This design comes from an exercise in tuning for small area and a short achievable clock period on the open sky130 flow, not from production work.
Only simulation tests tie the RTL to the original design; equivalence was not proved.

## dds_fir_gen
module dds_fir_gen (
   input  logic        aclk_0,
   input  logic        aresetn_0,
   input  logic [31:0] pinc_0,
   output logic [31:0] m_axis_data_tdata_0,
   output logic        M_AXIS_DATA_0_tvalid
);
   logic [15:0]        sd0;
   logic [15:0]        sd_q [1:3];
   logic [15:0]        sd1, sd2, sd3;
   logic [17:0]        vl_q [0:10];
   logic [17:0] v0;
   logic [17:0] v1;
   logic [17:0] v2;
   logic [17:0] v3;
   logic [17:0] v4;
   logic [17:0] v5;
   logic [17:0] v6;
   logic [17:0] v7;
   logic [17:0] v8;
   logic [17:0] v9;
   logic [17:0] v10;
   logic [23:0]        y_q;
   logic [4:0]         cnt_q;
   logic               vld_q;
   logic b_s1;
   logic b_c2;
   logic b_s3;
   logic b_c4;
   logic b_s5;
   logic b_c6;
   logic b_s7;
   logic b_c8;
   logic b_s9;
   logic b_c10;
   logic b_s11;
   logic b_c12;
   logic b_s13;
   logic b_c14;
   logic b_s15;
   logic b_c16;
   logic b_s17;
   logic b_c18;
   logic b_s19;
   logic b_c20;
   logic b_s21;
   logic b_c22;
   logic b_s23;
   logic b_c24;
   logic b_s25;
   logic b_c26;
   logic b_s27;
   logic b_c28;
   logic b_s29;
   logic b_c30;
   logic b_s31;
   logic b_c32;
   logic b_s33;
   logic b_c34;
   logic b_s35;
   logic b_c36;
   logic b_s37;
   logic b_c38;
   logic b_s39;
   logic b_c40;
   logic b_s41;
   logic b_c42;
   logic b_s43;
   logic b_c44;
   logic b_s45;
   logic b_c46;
   logic b_s47;
   logic b_c48;
   logic b_s49;
   logic b_c50;
   logic b_s51;
   logic b_c52;
   logic b_s53;
   logic b_c54;
   logic b_s55;
   logic b_c56;
   logic b_s57;
   logic b_c58;
   logic b_s59;
   logic b_c60;
   logic b_s61;
   logic b_c62;
   logic [17:0] v_d, v_d_a, v_d_b;
   logic f_s1;
   logic f_c2;
   logic f_s3;
   logic f_c4;
   logic f_s5;
   logic f_c6;
   logic f_s7;
   logic f_c8;
   logic f_s9;
   logic f_c10;
   logic f_s11;
   logic f_c12;
   logic f_s13;
   logic f_c14;
   logic f_s15;
   logic f_c16;
   logic f_s17;
   logic f_c18;
   logic f_s19;
   logic f_c20;
   logic f_s21;
   logic f_c22;
   logic f_s23;
   logic f_c24;
   logic f_s25;
   logic f_c26;
   logic f_s27;
   logic f_c28;
   logic f_s29;
   logic f_c30;
   logic f_s31;
   logic f_c32;
   logic f_s33;
   logic f_c34;
   logic f_s35;
   logic f_c36;
   logic f_s37;
   logic f_c38;
   logic f_s39;
   logic f_c40;
   logic f_s41;
   logic f_c42;
   logic f_s43;
   logic f_c44;
  ...
Settings: LEC_CHECK=0, CAP_MARGIN=20, CORE_MARGIN=2, CORE_UTILIZATION=55, CTS_BUF_LIST=sky130_fd_sc_hd__clkbuf_16, CTS_CLUSTER_DIAMETER=70, CTS_CLUSTER_SIZE=25, SETUP_SLACK_MARGIN=4.9, SLEW_MARGIN=20, SYNTH_HIERARCHICAL=1; clock period 8.0 ns.
run.sh (not shown) runs the stock make flow with config.mk's settings and CLKGATE_MAP_FILE= SYNTH_SCRIPT=/design/flow/synth_recipe.tcl, a recipe that flattens the netlist after the stock synthesis.
The starting point passed the timing, design-rule and antenna checks.
Edit:
--- a/flow/config.mk
+++ b/flow/config.mk
@@ -10,6 +10,5 @@
 export CORE_UTILIZATION = 55
-export CTS_BUF_LIST = sky130_fd_sc_hd__clkbuf_16
-export CTS_CLUSTER_DIAMETER = 70
-export CTS_CLUSTER_SIZE = 25
-export SETUP_SLACK_MARGIN = 4.9
+export CTS_BUF_LIST = sky130_fd_sc_hd__clkbuf_4 sky130_fd_sc_hd__clkbuf_8
+export CTS_CLUSTER_SIZE = 30
+export SETUP_SLACK_MARGIN = 5.0
 export SLEW_MARGIN = 20
Routed wire length went up by 5.7%.
Fmax came out higher by 2.2%.
Utilization rose by 2.2 points.
Worst setup slack improves by 0.067 ns.
Final area grows by 3.5%.
Cell count rises by 3.6%.
Clock skew rises by 0.021 ns.
Synthesized cell count is unchanged.
Register-to-register slack gets better by 0.08 ns.
Edit:
--- a/flow/config.mk
+++ b/flow/config.mk
@@ -12,3 +12,3 @@
 export CTS_CLUSTER_SIZE = 30
-export SETUP_SLACK_MARGIN = 5.0
+export SETUP_SLACK_MARGIN = 4.9
 export SLEW_MARGIN = 20
Die area does not change.
Clock skew fell by 0.011 ns.
Routed wire length drops by 3.3%.
Via count drops by 1.2%.
Area after synthesis stays the same.
Non-clock buffer count shrinks by 10.
Count of clock-buffer cells in the layout goes up by 1.
Design area goes down by 1.1%.
Flip-flop and latch count does not change.
Worst setup slack is worse by 0.029 ns.
Edit:
--- a/flow/config.mk
+++ b/flow/config.mk
@@ -9,5 +9,6 @@
 export CORE_MARGIN = 2
-export CORE_UTILIZATION = 55
-export CTS_BUF_LIST = sky130_fd_sc_hd__clkbuf_4 sky130_fd_sc_hd__clkbuf_8
-export CTS_CLUSTER_SIZE = 30
+export CORE_UTILIZATION = 48
+export CTS_BUF_LIST = sky130_fd_sc_hd__clkbuf_16
+export CTS_CLUSTER_DIAMETER = 70
+export CTS_CLUSTER_SIZE = 25
 export SETUP_SLACK_MARGIN = 4.9
Final cell count stays flat.
Die area went up by about a fifth.
Synthesized cell count does not change.

re-timing with driven ports:
No port has a modelled driver above. Below, the same layouts with a new extraction and two added sets of constraints.
Step 1, drivers: a clkbuf_16 drives aclk_0 and a buf_2 each remaining input, both assumed.
Step 2 moves the port delays by t, midway between the first and last clock arrival at a register: inputs arrive t later, outputs are due t later. That takes back most of the time a late clock gives input paths.
Three values: ideal, step 1, step 2; two values: the first two.
run	t, ns	setup slack, ns	worst hold slack (ns)	slew at the worst register clock pin (ns)
the first run	0.647	4.944 / 4.891 / 4.344	0.328 / 0.328 / 0.328	0.10 / 0.10
the second run	0.674	5.011 / 5.020 / 4.355	0.295 / 0.295 / 0.295	0.07 / 0.07
the third run	0.701	4.981 / 4.960 / 4.299	0.309 / 0.309 / 0.309	0.07 / 0.07
the fourth run	0.657	4.919 / 4.919 / 4.343	0.332 / 0.332 / 0.332	0.10 / 0.10
After both steps every run listed still meets setup and hold. The setup slack of the third run, which loses most, moves by -0.021 ns with the drivers and by -0.682 ns with both steps.
